Source: an optimization exercise on an open RTL-to-GDS flow (aim: small area). Production flows keep margins and buffers that such runs may drop.
The RTL was checked by simulation tests, not by an equivalence proof against the original design.
Power and IR drop assume default switching activity.

## rv_pipe
module rv_pipe (
    input  logic                        clk_i,
    input  logic                        arst_n_i,
    input  logic                        inst_valid_i,
    input  logic [32-1:0]         inst_addr_i,
    input  logic [32-1:0]         inst_i,
    output logic                        wb_we_o,
    output logic [5-1:0]   wb_waddr_o,
    output logic [32-1:0]         wb_wdata_o
);
    logic        we, is_op, is_u, is_pc, fwd1, fwd2;
    logic [24:0] fld;
    logic [31:0] pc;
    logic [4:0]  rd, rs1, rs2;
    logic [2:0]  f3;
    logic        alt;
    logic [31:0] rdata1, rdata2, op1, op2, imm, result;
    rv_decode u_decode (
        .clk_i        (clk_i),
        .arst_n_i     (arst_n_i),
        .inst_valid_i (inst_valid_i),
        .inst_addr_i  (inst_addr_i),
        .inst_i       (inst_i),
        .we_o         (we),
        .is_op_o      (is_op),
        .is_u_o       (is_u),
        .is_pc_o      (is_pc),
        .fld_o        (fld),
        .pc_o         (pc),
        .fwd1_o       (fwd1),
        .fwd2_o       (fwd2)
    );
    assign rd  = fld[4:0];
    assign rs1 = fld[12:8];
    assign rs2 = fld[17:13];
  ...
For scale: roughly 3900 cells after synthesis, roughly 1100 flip-flops, about 110 I/O pins, ~0.047 sq mm of cells after synthesis.
Settings: LEC_CHECK=0, CAP_MARGIN=20, CORE_MARGIN=2, CORE_UTILIZATION=60, PLACE_DENSITY=0.72, SETUP_SLACK_MARGIN=0.2, SLEW_MARGIN=20, SYNTH_HIERARCHICAL=1; clock period 6.5 ns.
standard.sh (not shown) runs the stock make flow with config.mk's settings and CLKGATE_MAP_FILE= SYNTH_SCRIPT=/design/flow/synth_recipe.tcl, a recipe that flattens the netlist after the stock synthesis.
==> flow/flow/run.sh <==
#!/bin/bash
# Layout: the standard ORFS flow (standard.sh) with two changes:
#  - clock tree: clkbuf_4 clock buffers, sink clusters of at most 9 within
#    40 um, and no dummy loads,
#  - port buffers: buf_1 instead of the default delay buffer.
# make's output goes to flow.log; ORFS writes each step's log under orfs/logs.
set -euo pipefail
bash standard.sh \
  "CTS_ARGS=-sink_clustering_enable -repair_clock_nets -dont_use_dummy_load -buf_list sky130_fd_sc_hd__clkbuf_4 -sink_clustering_size 9 -sink_clustering_max_diameter 40" \
  "BUFFER_PORTS_ARGS=-buffer_cell sky130_fd_sc_hd__buf_1" \
  finish > flow.log 2>&1
The baseline ran to the end with no violations.
Edit:
==> flow/flow/run.sh (replaced) <==
#!/bin/bash
# Layout: the standard ORFS flow (standard.sh) with three changes:
#  - clock tree: clkbuf_4 clock buffers, sink clusters of at most 9 within
#    40 um, and no dummy loads,
#  - port buffers: buf_1 instead of the default delay buffer,
#  - before global placement, weak gates driving many loads get the next
#    drive strength (flow/upsize_hf.tcl), which saves buffers.
# make's output goes to flow.log; ORFS writes each step's log under orfs/logs.
set -euo pipefail
here=$(pwd)
bash standard.sh \
  "CTS_ARGS=-sink_clustering_enable -repair_clock_nets -dont_use_dummy_load -buf_list sky130_fd_sc_hd__clkbuf_4 -sink_clustering_size 9 -sink_clustering_max_diameter 40" \
  "BUFFER_PORTS_ARGS=-buffer_cell sky130_fd_sc_hd__buf_1" \
  "PRE_GLOBAL_PLACE_TCL=$here/flow/upsize_hf.tcl" \
  finish > flow.log 2>&1
==> flow/flow/upsize_hf.tcl (new file) <==
# Before global placement: a logic gate (not a flip-flop or buffer) that
# drives 10 or more loads and has the smallest drive of its family is given
# the next drive strength up, so that fewer buffers are needed on the
# register file's select, clear and set lines.
set n 0
set db [ord::get_db]
set block [ord::get_db_block]
foreach inst [$block getInsts] {
  set m [[$inst getMaster] getName]
  if {![regexp {^(sky130_fd_sc_hd__[a-z0-9]+)_([01])$} $m -> fam sz]} { continue }
  if {[regexp {__(df|edf|sdf|dl|buf|clkbuf|conb|tap|fill|decap|inv|clkinv)} $fam]} { continue }
  set to ${fam}_2
  if {[$db findMaster $to] eq "NULL"} { continue }
  set fo 0
  foreach it [$inst getITerms] {
    if {[$it isOutputSignal]} {
      set net [$it getNet]
      if {$net ne "NULL"} { foreach x [$net getITerms] { if {[$x isInputSignal]} { incr fo } } }
    }
  }
  if {$fo >= 10} {
    replace_cell [$inst getName] $to
    incr n
  }
}
puts "upsize_hf: resized $n gates"
- CORE_UTILIZATION: 60 -> 50
- PLACE_DENSITY: 0.72 -> 0.65
What happened: The changed run went through all stages and came out clean; sequential power stays flat; wire length is higher by 5.2%; core utilization went down by 11 points; cell count came out higher by 3.1%; clock-buffer cell count goes up by 7; worst setup slack improved by 220 ps; clock skew came out lower by 44 ps; power increases by 1.3%.

* * *

## north
rv_pipe, a different RTL version from the one above (not shown whole).
Size: roughly 3900 cells after synthesis, about 1100 flip-flops, about 110 I/O pins.
clock: 6.5 ns
lec_check: 0
cap_margin: 20
core_margin: 2
core_utilization: 60
place_density: 0.72
setup_slack_margin: 0.2
slew_margin: 20
synth_hierarchical: 1
==> flow/flow/run.sh <==
#!/bin/bash
# Layout: the standard ORFS flow (standard.sh) with three changes:
#  - clock tree: clkbuf_4 clock buffers, sink clusters of at most 9 within
#    40 um, and no dummy loads,
#  - port buffers: buf_1 instead of the default delay buffer,
#  - before global placement, weak gates driving many loads get the next
#    drive strength (flow/upsize_hf.tcl), which saves buffers.
# make's output goes to flow.log; ORFS writes each step's log under orfs/logs.
set -euo pipefail
here=$(pwd)
bash standard.sh \
  "CTS_ARGS=-sink_clustering_enable -repair_clock_nets -dont_use_dummy_load -buf_list sky130_fd_sc_hd__clkbuf_4 -sink_clustering_size 9 -sink_clustering_max_diameter 40" \
  "BUFFER_PORTS_ARGS=-buffer_cell sky130_fd_sc_hd__buf_1" \
  "PRE_GLOBAL_PLACE_TCL=$here/flow/upsize_hf.tcl" \
  finish > flow.log 2>&1
==> flow/flow/upsize_hf.tcl <==
# Before global placement: a logic gate (not a flip-flop or buffer) that
# drives 10 or more loads and has the smallest drive of its family is given
# the next drive strength up, so that fewer buffers are needed on the
# register file's select, clear and set lines.
set n 0
set db [ord::get_db]
set block [ord::get_db_block]
foreach inst [$block getInsts] {
  set m [[$inst getMaster] getName]
  if {![regexp {^(sky130_fd_sc_hd__[a-z0-9]+)_([01])$} $m -> fam sz]} { continue }
  if {[regexp {__(df|edf|sdf|dl|buf|clkbuf|conb|tap|fill|decap|inv|clkinv)} $fam]} { continue }
  set to ${fam}_2
  if {[$db findMaster $to] eq "NULL"} { continue }
  set fo 0
  foreach it [$inst getITerms] {
    if {[$it isOutputSignal]} {
      set net [$it getNet]
      if {$net ne "NULL"} { foreach x [$net getITerms] { if {[$x isInputSignal]} { incr fo } } }
    }
  }
  if {$fo >= 10} {
    replace_cell [$inst getName] $to
    incr n
  }
}
puts "upsize_hf: resized $n gates"
[inputs] east vs north
- PLACE_DENSITY now 0.65, was 0.72
- CORE_UTILIZATION now 50, was 60
==> flow/flow/run.sh <==
#!/bin/bash
# Layout: the standard ORFS flow (standard.sh) with two changes:
#  - clock tree: clkbuf_4 clock buffers, sink clusters of at most 9 within
#    40 um, and no dummy loads,
#  - port buffers: buf_1 instead of the default delay buffer.
# make's output goes to flow.log; ORFS writes each step's log under orfs/logs.
set -euo pipefail
bash standard.sh \
  "CTS_ARGS=-sink_clustering_enable -repair_clock_nets -dont_use_dummy_load -buf_list sky130_fd_sc_hd__clkbuf_4 -sink_clustering_size 9 -sink_clustering_max_diameter 40" \
  "BUFFER_PORTS_ARGS=-buffer_cell sky130_fd_sc_hd__buf_1" \
  finish > flow.log 2>&1
removed: flow/flow/upsize_hf.tcl
### Flow results
east ended up with more standard cells than north.
east closes out successfully: all stages finished, all timing, DRC and antenna checks passed.
east ended with more die outline area than north.
east vs north, worst slew margin relative to its limit went down by 8.4 points.
Fraction of standard cell area in multi-input logic in east is 0.89 points lower than in north
[compare] base=north new=east: wire length +12 mm, sequential power -about 0.6%, global-route usage -5.2 points.
Routability congestion estimate for east: about 3.3% up relative to north

-- port drivers added, routing unchanged --
In the flow no input, the clock included, has a driving cell. The finished layouts below were timed again as built, in two steps.
Step 1 (the two cells are an assumption about what drives the block):
set clk [get_ports {clk_i}]
set_driving_cell -lib_cell sky130_fd_sc_hd__clkbuf_16 $clk
set_driving_cell -lib_cell sky130_fd_sc_hd__buf_2 [delete_from_list [all_inputs] $clk]
Step 2, shift: input delay + t, output delay - t, t = (earliest + latest rising clock arrival at the registers) / 2. This alone moves slack from input paths to output paths.
Three values: ideal, step 1, step 2; two values: the first two.
| run | shift t [ns] | setup WS [ns] | hold WS [ns] | pins driven straight from the clock port |
|---|---|---|---|---|
| the first run of note 1 | 1.116 | 0.341 / 0.341 / 0.341 | 0.289 / 0.243 / 0.493 | 1 |
| the second run of note 1 | 1.180 | 0.566 / 0.566 / 0.566 | 0.217 / 0.168 / 0.489 | 1 |
| north | 1.097 | 0.481 / 0.481 / 0.481 | 0.339 / 0.292 / 0.513 | 1 |
| east | 1.161 | 0.513 / 0.513 / 0.513 | 0.236 / 0.193 / 0.500 | 1 |
After both steps every run listed still meets setup and hold.
